From an optimization exercise on the open Yosys and OpenROAD flow, aimed at small area, a short achievable clock period and few clock cycles per item; shortcuts taken in it are not production practice.
Power and IR drop assume default switching activity.

==> flow/design.v <==
module mx_block_sequencer #(
  parameter int BLOCK_SIZE = 32,
  parameter int DATA_W     = 32,
  parameter int EXP_W      = 8
) (
  input  logic                          clk,
  input  logic                          rst,
  input  logic                          in_valid,
  output logic                          in_ready,
  input  logic [DATA_W-1:0]             in_data,
  input  logic                          flush,
  output logic                          out_valid,
  input  logic                          out_ready,
  output logic [DATA_W-1:0]             out_data,
  output logic [EXP_W-1:0]              out_scale,
  output logic                          out_last,
  output logic [$clog2(BLOCK_SIZE)-1:0] out_idx
);
  localparam int IDX_W = $clog2(BLOCK_SIZE);
  localparam int NS    = BLOCK_SIZE + 1;
  localparam int SW    = $clog2(NS);
  logic [NS-1:0][DATA_W-1:0] ring_q;
  logic [NS-1:0]             occ_q;
  logic [IDX_W-1:0] c_cnt_q, c_cnt_d;
  logic [EXP_W-1:0] c_max_q, c_max_d;
  logic [SW-1:0]    wdist_q, wdist_d;
  logic             p_vld_q, p_vld_d, p2_vld_q, p2_vld_d;
  logic [IDX_W-1:0] p_rem_q, p_rem_d;      
  logic [EXP_W-1:0] p_scale_q, p_scale_d, p2_scale_q, p2_scale_d;
  logic [IDX_W-1:0] rem_q, rem_d;          
  logic [SW-1:0]    rdist_q, rdist_d;
  logic              ov_q, olast_q;
  logic [DATA_W-1:0] od_q;
  logic [EXP_W-1:0]  os_q, e_scale_q;
  logic [IDX_W-1:0]  oi_q, oi_d, nb;
  logic              ir_q, ir_d;
  logic              wsel_q;               
  logic              nx_ok_q, nx_ok_d;     
  logic              nx_rd_q, nx_rd_d;     
  logic             acc, ftk, close, load, rd, start, last_rd;
  logic             ok_l, rd_l, ok_n, rd_n;
  logic [EXP_W-1:0] e_in, new_max;
  logic [IDX_W-1:0] rem_now;
  assign in_ready  = ir_q;
  assign out_valid = ov_q;
  assign out_data  = od_q;
  assign out_scale = os_q;
  assign out_last  = olast_q;
  assign out_idx   = oi_q;
  assign acc     = in_valid & ir_q;
  assign ftk     = flush & ir_q;
  assign e_in    = in_data[DATA_W-2 -: EXP_W];
  assign new_max = (acc && e_in > c_max_q) ? e_in : c_max_q;
  assign close   = (acc && c_cnt_q == IDX_W'(BLOCK_SIZE - 1)) || (ftk && (acc || c_cnt_q != '0));
  assign load    = nx_ok_q & (~ov_q | out_ready);
  assign rd      = load & nx_rd_q;
  assign start   = load & olast_q;
  assign nb      = oi_q + IDX_W'(1);
  assign oi_d    = (oi_q & ~{IDX_W{load}}) | (nb & {IDX_W{load}});
  assign rem_now = olast_q ? p_rem_q : rem_q - IDX_W'(1);
  assign last_rd = rd & (rem_now == '0);
  always_comb begin
    c_cnt_d = c_cnt_q;
    c_max_d = c_max_q;
    wdist_d = (wdist_q == '0) ? SW'(NS - 1) : wdist_q - SW'(1);
    if (close) begin
      c_cnt_d = '0;
      c_max_d = EXP_W'(1);
      wdist_d = {1'b0, ~c_cnt_q};
    end else if (acc) begin
      c_cnt_d = c_cnt_q + IDX_W'(1);
      c_max_d = new_max;
      wdist_d = '0;
    end
    p_vld_d    = p_vld_q;
    p_rem_d    = p_rem_q;
    p_scale_d  = p_scale_q;
    p2_vld_d   = p2_vld_q;
    p2_scale_d = p2_scale_q;
    if (start) begin
      if (p2_vld_q) begin
        p_rem_d   = '0;
        p_scale_d = p2_scale_q;
        p2_vld_d  = 1'b0;
      end else if (close) begin
        p_rem_d   = c_cnt_q + IDX_W'(acc) - IDX_W'(1);
        p_scale_d = new_max;
      end else begin
        p_vld_d = 1'b0;
      end
    end else if (close) begin
      if (p_vld_q) begin
        p2_vld_d   = 1'b1;
        p2_scale_d = new_max;
      end else begin
        p_vld_d   = 1'b1;
        p_rem_d   = c_cnt_q + IDX_W'(acc) - IDX_W'(1);
        p_scale_d = new_max;
      end
    end
    rem_d   = rem_q;
    rdist_d = (rdist_q == '0) ? SW'(NS - 1) : rdist_q - SW'(1);
    if (rd) begin
      rem_d   = rem_now;
      rdist_d = last_rd ? {1'b0, ~nb} : '0;
    end
    if (olast_q) begin
      ok_l = 1'b1;                             
      rd_l = p_rem_q != '0;
    end else if (nb == IDX_W'(BLOCK_SIZE - 1)) begin
      ok_l = p_vld_d & (nx_rd_q | (rdist_q == SW'(1)));
      rd_l = 1'b1;
    end else begin
      ok_l = 1'b1;                             
      rd_l = nx_rd_q & (rem_q != IDX_W'(1));
    end
    if (olast_q) begin
      ok_n = p_vld_d & (rdist_q == SW'(1));
      rd_n = 1'b1;
    end else begin
      ok_n = ~nx_rd_q | (rdist_q == SW'(1));
      rd_n = nx_rd_q;
    end
    nx_ok_d = load ? ok_l : ok_n;
    nx_rd_d = load ? rd_l : rd_n;
    ir_d = ~p2_vld_d & (close ? (c_cnt_q == IDX_W'(BLOCK_SIZE - 1)) : (acc | (wdist_q == SW'(1))))
         & (~occ_q[1] | rd);
  end
  always_ff @(posedge clk) begin
    for (int i = 0; i < NS - 1; i++)
      ring_q[i] <= ring_q[i+1];
    ring_q[NS-1] <= wsel_q ? in_data : ring_q[0];
    wsel_q       <= ir_d;
    od_q <= (od_q & ~{DATA_W{load}}) | (ring_q[1] & {DATA_W{nx_rd_q & load}});
    e_scale_q <= start ? p_scale_q : e_scale_q;
    os_q      <= rst ? '0 : start ? p_scale_q : e_scale_q;
    c_max_q    <= c_max_d;
    p_rem_q    <= p_rem_d;
    p_scale_q  <= p_scale_d;
    p2_scale_q <= p2_scale_d;
    rem_q      <= rem_d;
    if (rst) begin
      occ_q    <= '0;
      c_cnt_q  <= '0;
      c_max_q  <= EXP_W'(1);
      wdist_q  <= SW'(1);
      p_vld_q  <= 1'b0;
      p2_vld_q <= 1'b0;
      rdist_q  <= '0;
      ov_q     <= 1'b0;
      oi_q     <= IDX_W'(BLOCK_SIZE - 1);
      olast_q  <= 1'b1;
      ir_q     <= 1'b0;
      nx_ok_q  <= 1'b0;
      nx_rd_q  <= 1'b1;
    end else begin
      occ_q    <= {occ_q[0] | acc, occ_q[NS-1:2], occ_q[1] & ~rd};
      c_cnt_q  <= c_cnt_d;
      wdist_q  <= wdist_d;
      p_vld_q  <= p_vld_d;
      p2_vld_q <= p2_vld_d;
      rdist_q  <= rdist_d;
      ov_q     <= load | (ov_q & ~out_ready);
      oi_q     <= oi_d;
      olast_q  <= oi_d == IDX_W'(BLOCK_SIZE - 1);
      ir_q     <= ir_d;
      nx_ok_q  <= nx_ok_d;
      nx_rd_q  <= nx_rd_d;
    end
  end
endmodule
==> flow/config.mk <==
export PLATFORM = sky130hd
export DESIGN_NAME = mx_block_sequencer
export DESIGN_NICKNAME = mx_block_sequencer
export VERILOG_FILES = /design/flow/design.v
export SDC_FILE = /design/flow/constraint.sdc
export NUM_CORES = 4
export LEC_CHECK = 0
export CAP_MARGIN = 20
export CORE_MARGIN = 2
export CORE_UTILIZATION = 50
export PLACE_DENSITY = 0.6
export SETUP_SLACK_MARGIN = 2.8
export SLEW_MARGIN = 20
==> flow/constraint.sdc <==
create_clock -name core_clock -period 5.0 [get_ports {clk}]
set_input_delay 1.0000 -clock core_clock [delete_from_list [all_inputs] [get_ports {clk}]]
set_output_delay 1.0000 -clock core_clock [all_outputs]
set_load 0.01 [all_outputs]
run.sh (not shown) runs the stock make flow with config.mk's settings and CLKGATE_MAP_FILE= SYNTH_SCRIPT=/design/flow/synth_recipe.tcl, a recipe that flattens the netlist after the stock synthesis.
==> next run, changes <==
--- a/flow/design.v
+++ b/flow/design.v
@@ -22,11 +22,12 @@
   logic [NS-1:0][DATA_W-1:0] ring_q;
   logic [NS-1:0]             occ_q;
   logic [IDX_W-1:0] c_cnt_q, c_cnt_d;
-  logic [EXP_W-1:0] c_max_q, c_max_d;
+  logic [EXP_W-1:0] c_max_q, c_max_d;      
+  logic [EXP_W-1:0] ex_q;                  
   logic [SW-1:0]    wdist_q, wdist_d;
   logic             p_vld_q, p_vld_d, p2_vld_q, p2_vld_d;
   logic [IDX_W-1:0] p_rem_q, p_rem_d;      
-  logic [EXP_W-1:0] p_scale_q, p_scale_d, p2_scale_q, p2_scale_d;
+  logic [EXP_W-1:0] p_maxa_q, p_maxa_d, p_ex_q, p_ex_d, p2_scale_q, p2_scale_d;
   logic [IDX_W-1:0] rem_q, rem_d;          
   logic [SW-1:0]    rdist_q, rdist_d;
   logic              ov_q, olast_q;
@@ -39,7 +40,7 @@
   logic              nx_rd_q, nx_rd_d;     
   logic             acc, ftk, close, load, rd, start, last_rd;
   logic             ok_l, rd_l, ok_n, rd_n;
-  logic [EXP_W-1:0] e_in, new_max;
+  logic [EXP_W-1:0] e_in, m1, p_max;
   logic [IDX_W-1:0] rem_now;
   assign in_ready  = ir_q;
   assign out_valid = ov_q;
@@ -50,7 +51,8 @@
   assign acc     = in_valid & ir_q;
   assign ftk     = flush & ir_q;
   assign e_in    = in_data[DATA_W-2 -: EXP_W];
-  assign new_max = (acc && e_in > c_max_q) ? e_in : c_max_q;
+  assign m1      = (ex_q > c_max_q) ? ex_q : c_max_q;
+  assign p_max   = (p_ex_q > p_maxa_q) ? p_ex_q : p_maxa_q;
   assign close   = (acc && c_cnt_q == IDX_W'(BLOCK_SIZE - 1)) || (ftk && (acc || c_cnt_q != '0));
   assign load    = nx_ok_q & (~ov_q | out_ready);
   assign rd      = load & nx_rd_q;
@@ -61,7 +63,7 @@
   assign last_rd = rd & (rem_now == '0);
   always_comb begin
     c_cnt_d = c_cnt_q;
-    c_max_d = c_max_q;
+    c_max_d = m1;
     wdist_d = (wdist_q == '0) ? SW'(NS - 1) : wdist_q - SW'(1);
     if (close) begin
       c_cnt_d = '0;
@@ -69,33 +71,36 @@
       wdist_d = {1'b0, ~c_cnt_q};
     end else if (acc) begin
       c_cnt_d = c_cnt_q + IDX_W'(1);
-      c_max_d = new_max;
       wdist_d = '0;
     end
     p_vld_d    = p_vld_q;
     p_rem_d    = p_rem_q;
-    p_scale_d  = p_scale_q;
+    p_maxa_d   = p_maxa_q;
+    p_ex_d     = p_ex_q;
     p2_vld_d   = p2_vld_q;
     p2_scale_d = p2_scale_q;
     if (start) begin
       if (p2_vld_q) begin
         p_rem_d   = '0;
-        p_scale_d = p2_scale_q;
+        p_maxa_d  = EXP_W'(1);
+        p_ex_d    = p2_scale_q;
         p2_vld_d  = 1'b0;
       end else if (close) begin
         p_rem_d   = c_cnt_q + IDX_W'(acc) - IDX_W'(1);
-        p_scale_d = new_max;
+        p_maxa_d  = m1;
+        p_ex_d    = e_in & {EXP_W{acc}};
       end else begin
         p_vld_d = 1'b0;
       end
     end else if (close) begin
       if (p_vld_q) begin
         p2_vld_d   = 1'b1;
-        p2_scale_d = new_max;
+        p2_scale_d = acc ? e_in : m1;        
       end else begin
         p_vld_d   = 1'b1;
         p_rem_d   = c_cnt_q + IDX_W'(acc) - IDX_W'(1);
-        p_scale_d = new_max;
+        p_maxa_d  = m1;
+        p_ex_d    = e_in & {EXP_W{acc}};
       end
     end
     rem_d   = rem_q;
@@ -132,11 +137,13 @@
     ring_q[NS-1] <= wsel_q ? in_data : ring_q[0];
     wsel_q       <= ir_d;
     od_q <= (od_q & ~{DATA_W{load}}) | (ring_q[1] & {DATA_W{nx_rd_q & load}});
-    e_scale_q <= start ? p_scale_q : e_scale_q;
-    os_q      <= rst ? '0 : start ? p_scale_q : e_scale_q;
+    e_scale_q <= start ? p_max : e_scale_q;
+    os_q      <= rst ? '0 : start ? p_max : e_scale_q;
     c_max_q    <= c_max_d;
     p_rem_q    <= p_rem_d;
-    p_scale_q  <= p_scale_d;
+    p_maxa_q   <= p_maxa_d;
+    p_ex_q     <= p_ex_d;
+    ex_q       <= e_in & {EXP_W{acc & ~close}};
     p2_scale_q <= p2_scale_d;
     rem_q      <= rem_d;
     if (rst) begin
What happened: The new run passed the timing, DRC and antenna checks. Total power went down by about 1.5%. Non-clock buffer count increases by 4. Clock skew grows by 0.014 ns. Die area went up by about 4%. Global-route usage drops by 0.14 points. Maximum frequency came out higher by 1.1%. Synthesized cell count climbs by about 7%. Utilization came out lower by 0.22 points. Register-to-register slack degrades by 0.06 ns. Cell area rose by 4.0%. Flip-flop and latch count came out higher by 16.
Function was not checked in any run of this note: the RTL went through the layout flow alone.

---

RTL: the design.v shown in full above, as it stands there.
make LEC_CHECK=0 CAP_MARGIN=20 CORE_MARGIN=2 CORE_UTILIZATION=30 PLACE_DENSITY=0.5 SETUP_SLACK_MARGIN=3.0 SLEW_MARGIN=20 finish   # period 5.0 ns
Rerun with:
--- a/flow/design.v
+++ b/flow/design.v
@@ -21,13 +21,14 @@
   localparam int SW    = $clog2(NS);
   logic [NS-1:0][DATA_W-1:0] ring_q;
   logic [NS-1:0]             occ_q;
   logic [IDX_W-1:0] c_cnt_q, c_cnt_d;
-  logic [EXP_W-1:0] c_max_q, c_max_d;
+  logic [EXP_W-1:0] c_max_q, c_max_d;      
+  logic [EXP_W-1:0] ex_q;                  
   logic [SW-1:0]    wdist_q, wdist_d;
   logic             p_vld_q, p_vld_d, p2_vld_q, p2_vld_d;
   logic [IDX_W-1:0] p_rem_q, p_rem_d;      
-  logic [EXP_W-1:0] p_scale_q, p_scale_d, p2_scale_q, p2_scale_d;
+  logic [EXP_W-1:0] p_maxa_q, p_maxa_d, p_ex_q, p_ex_d, p2_scale_q, p2_scale_d;
   logic [IDX_W-1:0] rem_q, rem_d;          
   logic [SW-1:0]    rdist_q, rdist_d;
   logic              ov_q, olast_q;
   logic [DATA_W-1:0] od_q;
@@ -38,9 +39,9 @@
   logic              nx_ok_q, nx_ok_d;     
   logic              nx_rd_q, nx_rd_d;     
   logic             acc, ftk, close, load, rd, start, last_rd;
   logic             ok_l, rd_l, ok_n, rd_n;
-  logic [EXP_W-1:0] e_in, new_max;
+  logic [EXP_W-1:0] e_in, m1, p_max;
   logic [IDX_W-1:0] rem_now;
   assign in_ready  = ir_q;
   assign out_valid = ov_q;
   assign out_data  = od_q;
@@ -49,9 +50,10 @@
   assign out_idx   = oi_q;
   assign acc     = in_valid & ir_q;
   assign ftk     = flush & ir_q;
   assign e_in    = in_data[DATA_W-2 -: EXP_W];
-  assign new_max = (acc && e_in > c_max_q) ? e_in : c_max_q;
+  assign m1      = (ex_q > c_max_q) ? ex_q : c_max_q;
+  assign p_max   = (p_ex_q > p_maxa_q) ? p_ex_q : p_maxa_q;
   assign close   = (acc && c_cnt_q == IDX_W'(BLOCK_SIZE - 1)) || (ftk && (acc || c_cnt_q != '0));
   assign load    = nx_ok_q & (~ov_q | out_ready);
   assign rd      = load & nx_rd_q;
   assign start   = load & olast_q;
@@ -60,43 +62,46 @@
   assign rem_now = olast_q ? p_rem_q : rem_q - IDX_W'(1);
   assign last_rd = rd & (rem_now == '0);
   always_comb begin
     c_cnt_d = c_cnt_q;
-    c_max_d = c_max_q;
+    c_max_d = m1;
     wdist_d = (wdist_q == '0) ? SW'(NS - 1) : wdist_q - SW'(1);
     if (close) begin
       c_cnt_d = '0;
       c_max_d = EXP_W'(1);
       wdist_d = {1'b0, ~c_cnt_q};
     end else if (acc) begin
       c_cnt_d = c_cnt_q + IDX_W'(1);
-      c_max_d = new_max;
       wdist_d = '0;
     end
     p_vld_d    = p_vld_q;
     p_rem_d    = p_rem_q;
-    p_scale_d  = p_scale_q;
+    p_maxa_d   = p_maxa_q;
+    p_ex_d     = p_ex_q;
     p2_vld_d   = p2_vld_q;
     p2_scale_d = p2_scale_q;
     if (start) begin
       if (p2_vld_q) begin
         p_rem_d   = '0;
-        p_scale_d = p2_scale_q;
+        p_maxa_d  = EXP_W'(1);
+        p_ex_d    = p2_scale_q;
         p2_vld_d  = 1'b0;
       end else if (close) begin
         p_rem_d   = c_cnt_q + IDX_W'(acc) - IDX_W'(1);
-        p_scale_d = new_max;
+        p_maxa_d  = m1;
+        p_ex_d    = e_in & {EXP_W{acc}};
       end else begin
         p_vld_d = 1'b0;
       end
     end else if (close) begin
       if (p_vld_q) begin
         p2_vld_d   = 1'b1;
-        p2_scale_d = new_max;
+        p2_scale_d = acc ? e_in : m1;        
       end else begin
         p_vld_d   = 1'b1;
         p_rem_d   = c_cnt_q + IDX_W'(acc) - IDX_W'(1);
-        p_scale_d = new_max;
+        p_maxa_d  = m1;
+        p_ex_d    = e_in & {EXP_W{acc}};
       end
     end
     rem_d   = rem_q;
     rdist_d = (rdist_q == '0) ? SW'(NS - 1) : rdist_q - SW'(1);
@@ -131,13 +136,15 @@
       ring_q[i] <= ring_q[i+1];
     ring_q[NS-1] <= wsel_q ? in_data : ring_q[0];
     wsel_q       <= ir_d;
     od_q <= (od_q & ~{DATA_W{load}}) | (ring_q[1] & {DATA_W{nx_rd_q & load}});
-    e_scale_q <= start ? p_scale_q : e_scale_q;
-    os_q      <= rst ? '0 : start ? p_scale_q : e_scale_q;
+    e_scale_q <= start ? p_max : e_scale_q;
+    os_q      <= rst ? '0 : start ? p_max : e_scale_q;
     c_max_q    <= c_max_d;
     p_rem_q    <= p_rem_d;
-    p_scale_q  <= p_scale_d;
+    p_maxa_q   <= p_maxa_d;
+    p_ex_q     <= p_ex_d;
+    ex_q       <= e_in & {EXP_W{acc & ~close}};
     p2_scale_q <= p2_scale_d;
     rem_q      <= rem_d;
     if (rst) begin
       occ_q    <= '0;
After rerunning: The new run ran to the end with no violations. Clock skew hardly moves. Power drops by 0.48%. Count of clock-buffer cells in the layout drops by 5. Global-route usage climbs by 0.56 points. Register-to-register slack gets better by 0.07 ns. Routed wire length climbs by 14%. Core utilization climbs by 1.1 points. First-iteration DRC count climbs by 23%. Worst hold slack gets worse by 0.010 ns. Critical path depth drops by 6. Via count climbs by 9.7%. Maximum frequency climbs by 2.6%. Setup slack gets better by 0.055 ns. Synthesized cell count climbs by 6.8%.
Function was not checked in any run of this note: the RTL went through the layout flow alone.

==> what the ideal ports hide <==
Ports are ideal in the flow. The routed layouts listed here were re-timed in OpenROAD. Step 1 sets driving cells, clkbuf_16 on the clock port and buf_2 on the other inputs (assumed; they add their load-dependent delay and slew). Step 2 moves the port delays by t, midway between the first and last clock arrival at a register: inputs arrive t later, outputs are due t later. That takes back most of the time a late clock gives input paths. Slacks: ideal ports / drivers / drivers and shift; pairs: ideal ports / drivers.
run	t (ns)	setup slack, ns	worst hold slack (ns)	latest minus earliest clock arrival (ns)	worst data-port slew with drivers (ns)
the first run of note 1	0.681	2.810 / 2.828 / 2.154	0.317 / 0.317 / 0.317	0.019 / 0.019	0.05
the second run of note 1	0.698	2.834 / 2.805 / 2.183	0.307 / 0.307 / 0.307	0.034 / 0.034	0.05
the first run of note 2	0.709	2.793 / 2.803 / 2.094	0.308 / 0.308 / 0.308	0.040 / 0.040	0.07
the second run of note 2	0.710	2.848 / 2.789 / 2.284	0.298 / 0.298 / 0.298	0.045 / 0.044	0.06
After both steps setup and hold are still met in every run listed. The setup slack of the first run of note 2, which loses most, moves by +0.010 ns with the drivers and by -0.699 ns with both steps.
